This design comes from an exercise in tuning for small area on the open sky130 flow, not from production work.
The RTL was checked by simulation tests, not by an equivalence proof against the original design.

Setup of run A:
==> module residual_add_pack, before the edit <==
module residual_add_pack #(
    parameter int DATA_WIDTH = 16,
    parameter int SEQ_LEN    = 8,
    parameter int EMB_DIM    = 8
) (
    input  logic                                      clk,
    input  logic                                      rst_n,
    input  logic                                      in_valid,
    output logic                                      in_ready,
    input  logic [DATA_WIDTH-1:0]                     in_a,
    input  logic [DATA_WIDTH-1:0]                     in_b,
    input  logic                                      in_last,
    output logic [DATA_WIDTH*SEQ_LEN*EMB_DIM-1:0]     x_out,
    output logic                                      ln_start,
    input  logic                                      ln_done,
    output logic                                      frame_err,
    output logic [$clog2(SEQ_LEN*EMB_DIM):0]          ovf_cnt
);
    localparam int N     = SEQ_LEN * EMB_DIM;
    localparam int IDX_W = $clog2(N);
    localparam int CNT_W = $clog2(N) + 1;
    localparam logic [IDX_W-1:0]      LAST_IDX = IDX_W'(N - 1);
    localparam logic [DATA_WIDTH-1:0] MAX_VAL  = {1'b0, {(DATA_WIDTH-1){1'b1}}};
    localparam logic [DATA_WIDTH-1:0] MIN_VAL  = {1'b1, {(DATA_WIDTH-1){1'b0}}};
    logic                          ready;     
    logic                          launch;    
    logic [IDX_W-1:0]              idx;
    logic [DATA_WIDTH*N-1:0]       frame_buf;
    logic [DATA_WIDTH:0]           sum_ext;
    logic                          overflow;
    logic [DATA_WIDTH-1:0]         store_val;
    logic                          accept;
    logic                          is_last;
    logic [DATA_WIDTH:0]           c, c0, c1;
    logic [DATA_WIDTH-1:0]         s, s0, s1;
    always_comb begin
        c  = '0;
        c0 = '0;
        c1 = '0;
        s  = '0;
        s0 = '0;
        s1 = '0;
        c[0] = 1'b0;
        for (int i = 0; i < 4; i++) begin
            s[i]   = in_a[i] ^ in_b[i] ^ c[i];
            c[i+1] = (in_a[i] & in_b[i]) | (in_a[i] & c[i]) | (in_b[i] & c[i]);
        end
        c0[4] = 1'b0;
        c1[4] = 1'b1;
        for (int i = 4; i < 8; i++) begin
            s0[i]   = in_a[i] ^ in_b[i] ^ c0[i];
            s1[i]   = in_a[i] ^ in_b[i] ^ c1[i];
            c0[i+1] = (in_a[i] & in_b[i]) | (in_a[i] & c0[i]) | (in_b[i] & c0[i]);
            c1[i+1] = (in_a[i] & in_b[i]) | (in_a[i] & c1[i]) | (in_b[i] & c1[i]);
            s[i]    = c[4] ? s1[i] : s0[i];
            c[i+1]  = c[4] ? c1[i+1] : c0[i+1];
        end
        c0[8] = 1'b0;
        c1[8] = 1'b1;
        for (int i = 8; i < 12; i++) begin
            s0[i]   = in_a[i] ^ in_b[i] ^ c0[i];
            s1[i]   = in_a[i] ^ in_b[i] ^ c1[i];
            c0[i+1] = (in_a[i] & in_b[i]) | (in_a[i] & c0[i]) | (in_b[i] & c0[i]);
            c1[i+1] = (in_a[i] & in_b[i]) | (in_a[i] & c1[i]) | (in_b[i] & c1[i]);
            s[i]    = c[8] ? s1[i] : s0[i];
            c[i+1]  = c[8] ? c1[i+1] : c0[i+1];
        end
        c0[12] = 1'b0;
        c1[12] = 1'b1;
        for (int i = 12; i < 16; i++) begin
            s0[i]   = in_a[i] ^ in_b[i] ^ c0[i];
            s1[i]   = in_a[i] ^ in_b[i] ^ c1[i];
            c0[i+1] = (in_a[i] & in_b[i]) | (in_a[i] & c0[i]) | (in_b[i] & c0[i]);
            c1[i+1] = (in_a[i] & in_b[i]) | (in_a[i] & c1[i]) | (in_b[i] & c1[i]);
            s[i]    = c[12] ? s1[i] : s0[i];
            c[i+1]  = c[12] ? c1[i+1] : c0[i+1];
        end
        overflow  = c[DATA_WIDTH] ^ c[DATA_WIDTH-1];
        sum_ext   = {overflow ^ s[DATA_WIDTH-1], s};
        store_val = overflow ? (sum_ext[DATA_WIDTH] ? MIN_VAL : MAX_VAL)
                             : sum_ext[DATA_WIDTH-1:0];
    end
    assign in_ready = ready;
    assign ln_start = launch;
    assign accept   = in_valid && ready;
    assign is_last  = (idx == LAST_IDX);
    assign x_out    = frame_buf;
    logic [DATA_WIDTH*N-1:0] shift_in;
    logic                    hold_n;
    assign shift_in = {store_val, frame_buf[DATA_WIDTH*N-1:DATA_WIDTH]};
    always_ff @(posedge clk) begin
        frame_buf <= (shift_in & {(DATA_WIDTH*N){accept}})
                   | (frame_buf & {(DATA_WIDTH*N){~in_valid | hold_n}});
    end
    always_ff @(posedge clk or negedge rst_n) begin
        if (!rst_n) begin
            ready     <= 1'b1;
            hold_n    <= 1'b0;
            launch    <= 1'b0;
            idx       <= '0;
            frame_err <= 1'b0;
            ovf_cnt   <= '0;
        end else begin
            frame_err <= 1'b0;
            launch    <= 1'b0;
            if (accept) begin
                frame_err <= (in_last != is_last);
                if (overflow) begin
                    ovf_cnt <= ovf_cnt + 1'b1;
                end
                idx <= idx + 1'b1;
                if (is_last) begin
                    ready  <= 1'b0;
                    hold_n <= 1'b1;
                    launch <= 1'b1;
                end
            end else if (!ready && !launch && ln_done) begin
                ready   <= 1'b1;
                hold_n  <= 1'b0;
                ovf_cnt <= '0;
            end
        end
    end
endmodule
export LEC_CHECK = 0
export CAP_MARGIN = 20
export CORE_AREA = 5 5 225 225
export DIE_AREA = 0 0 230 230
export PLACE_DENSITY = 0.8
export SLEW_MARGIN = 20
create_clock -name core_clock -period 4.0 [get_ports {clk}]
standard.sh (not shown) runs the stock make flow with config.mk's settings and CLKGATE_MAP_FILE= SYNTH_SCRIPT=/design/flow/synth_recipe.tcl, a recipe that flattens the netlist after the stock synthesis.
==> flow/flow/run.sh <==
#!/bin/bash
# Standard ORFS layout, with the port buffers made from the smallest buffer cell and a
# clock tree built from small clock buffers. Each tool's log stays under orfs/logs.
set -euo pipefail
export BUFFER_PORTS_ARGS="-buffer_cell sky130_fd_sc_hd__buf_1"
export PLACE_PINS_ARGS="-min_distance 1 -min_distance_in_tracks"
export CTS_ARGS="-sink_clustering_enable -repair_clock_nets -dont_use_dummy_load -buf_list {sky130_fd_sc_hd__clkbuf_4} -sink_clustering_size 10 -sink_clustering_max_diameter 60"
bash standard.sh > make.log 2>&1
## Diff of input files: run B against run A
-- flow/design.v --
<<< run A, line 32
    logic                          accept;
    logic                          is_last;
    logic [DATA_WIDTH:0]           c, c0, c1;
    logic [DATA_WIDTH-1:0]         s, s0, s1;
    always_comb begin
        c  = '0;
        c0 = '0;
        c1 = '0;
        s  = '0;
        s0 = '0;
        s1 = '0;
        c[0] = 1'b0;
        for (int i = 0; i < 4; i++) begin
            s[i]   = in_a[i] ^ in_b[i] ^ c[i];
            c[i+1] = (in_a[i] & in_b[i]) | (in_a[i] & c[i]) | (in_b[i] & c[i]);
        end
        c0[4] = 1'b0;
        c1[4] = 1'b1;
        for (int i = 4; i < 8; i++) begin
            s0[i]   = in_a[i] ^ in_b[i] ^ c0[i];
            s1[i]   = in_a[i] ^ in_b[i] ^ c1[i];
            c0[i+1] = (in_a[i] & in_b[i]) | (in_a[i] & c0[i]) | (in_b[i] & c0[i]);
            c1[i+1] = (in_a[i] & in_b[i]) | (in_a[i] & c1[i]) | (in_b[i] & c1[i]);
            s[i]    = c[4] ? s1[i] : s0[i];
            c[i+1]  = c[4] ? c1[i+1] : c0[i+1];
        end
        c0[8] = 1'b0;
        c1[8] = 1'b1;
        for (int i = 8; i < 12; i++) begin
            s0[i]   = in_a[i] ^ in_b[i] ^ c0[i];
            s1[i]   = in_a[i] ^ in_b[i] ^ c1[i];
            c0[i+1] = (in_a[i] & in_b[i]) | (in_a[i] & c0[i]) | (in_b[i] & c0[i]);
            c1[i+1] = (in_a[i] & in_b[i]) | (in_a[i] & c1[i]) | (in_b[i] & c1[i]);
            s[i]    = c[8] ? s1[i] : s0[i];
            c[i+1]  = c[8] ? c1[i+1] : c0[i+1];
        end
        c0[12] = 1'b0;
        c1[12] = 1'b1;
        for (int i = 12; i < 16; i++) begin
            s0[i]   = in_a[i] ^ in_b[i] ^ c0[i];
            s1[i]   = in_a[i] ^ in_b[i] ^ c1[i];
            c0[i+1] = (in_a[i] & in_b[i]) | (in_a[i] & c0[i]) | (in_b[i] & c0[i]);
            c1[i+1] = (in_a[i] & in_b[i]) | (in_a[i] & c1[i]) | (in_b[i] & c1[i]);
            s[i]    = c[12] ? s1[i] : s0[i];
            c[i+1]  = c[12] ? c1[i+1] : c0[i+1];
        end
        overflow  = c[DATA_WIDTH] ^ c[DATA_WIDTH-1];
        sum_ext   = {overflow ^ s[DATA_WIDTH-1], s};
        store_val = overflow ? (sum_ext[DATA_WIDTH] ? MIN_VAL : MAX_VAL)
                             : sum_ext[DATA_WIDTH-1:0];
>>> run B, line 32
    logic                          accept;
    logic                          is_last;
    always_comb begin
        sum_ext   = {in_a[DATA_WIDTH-1], in_a} + {in_b[DATA_WIDTH-1], in_b};
        overflow  = sum_ext[DATA_WIDTH] ^ sum_ext[DATA_WIDTH-1];
        store_val = overflow ? (sum_ext[DATA_WIDTH] ? MIN_VAL : MAX_VAL)
                             : sum_ext[DATA_WIDTH-1:0];
Notes after the runs:
Looking at instance count of the mapped netlist, run B sits 54 above run A. Post-route minimum period: run B vs run A down 0.84 ns. Run B: fraction of cell area in non-clock buffers is 0.21 points lower than what run A reported. Count of unique library cells instantiated by Yosys: run B vs run A up 7. Status: xor and xnor fraction of the mapped netlist area parity (run B, run A). As far as clock-cell share of area is concerned, run B and run A perform about the same. Compared with run A, run B shows a higher worst slack on hold paths.

what the ideal ports hide:
Ports are ideal in the flow. The routed layouts listed here were re-timed in OpenROAD.
Step 1 (the two cells are an assumption about what drives the block):
set clk [get_ports {clk}]
set_driving_cell -lib_cell sky130_fd_sc_hd__clkbuf_16 $clk
set_driving_cell -lib_cell sky130_fd_sc_hd__buf_2 [delete_from_list [all_inputs] $clk]
Step 2, shift: input delay + t, output delay - t, t = (earliest + latest rising clock arrival at the registers) / 2. This alone moves slack from input paths to output paths.
a / b / c = no drivers / after step 1 / after step 2; a / b = the first two.
| run | shift t [ns] | setup slack, ns | hold slack, ns | worst setup path after step 2 | worst data-port slew with drivers (ns) |
|---|---|---|---|---|---|
| run A | 0.938 | 0.395 / 0.413 / -0.525 | 0.140 / 0.162 / 0.452 | input to register | 0.12 |
| run B | 0.948 | 1.237 / 1.266 / 0.319 | 0.241 / 0.301 / 0.423 | input to register | 0.13 |
Met with ideal ports but missed after step 2: setup timing in run A. The setup slack of run A, which loses most, moves by +0.018 ns with the drivers and by -0.920 ns with both steps.
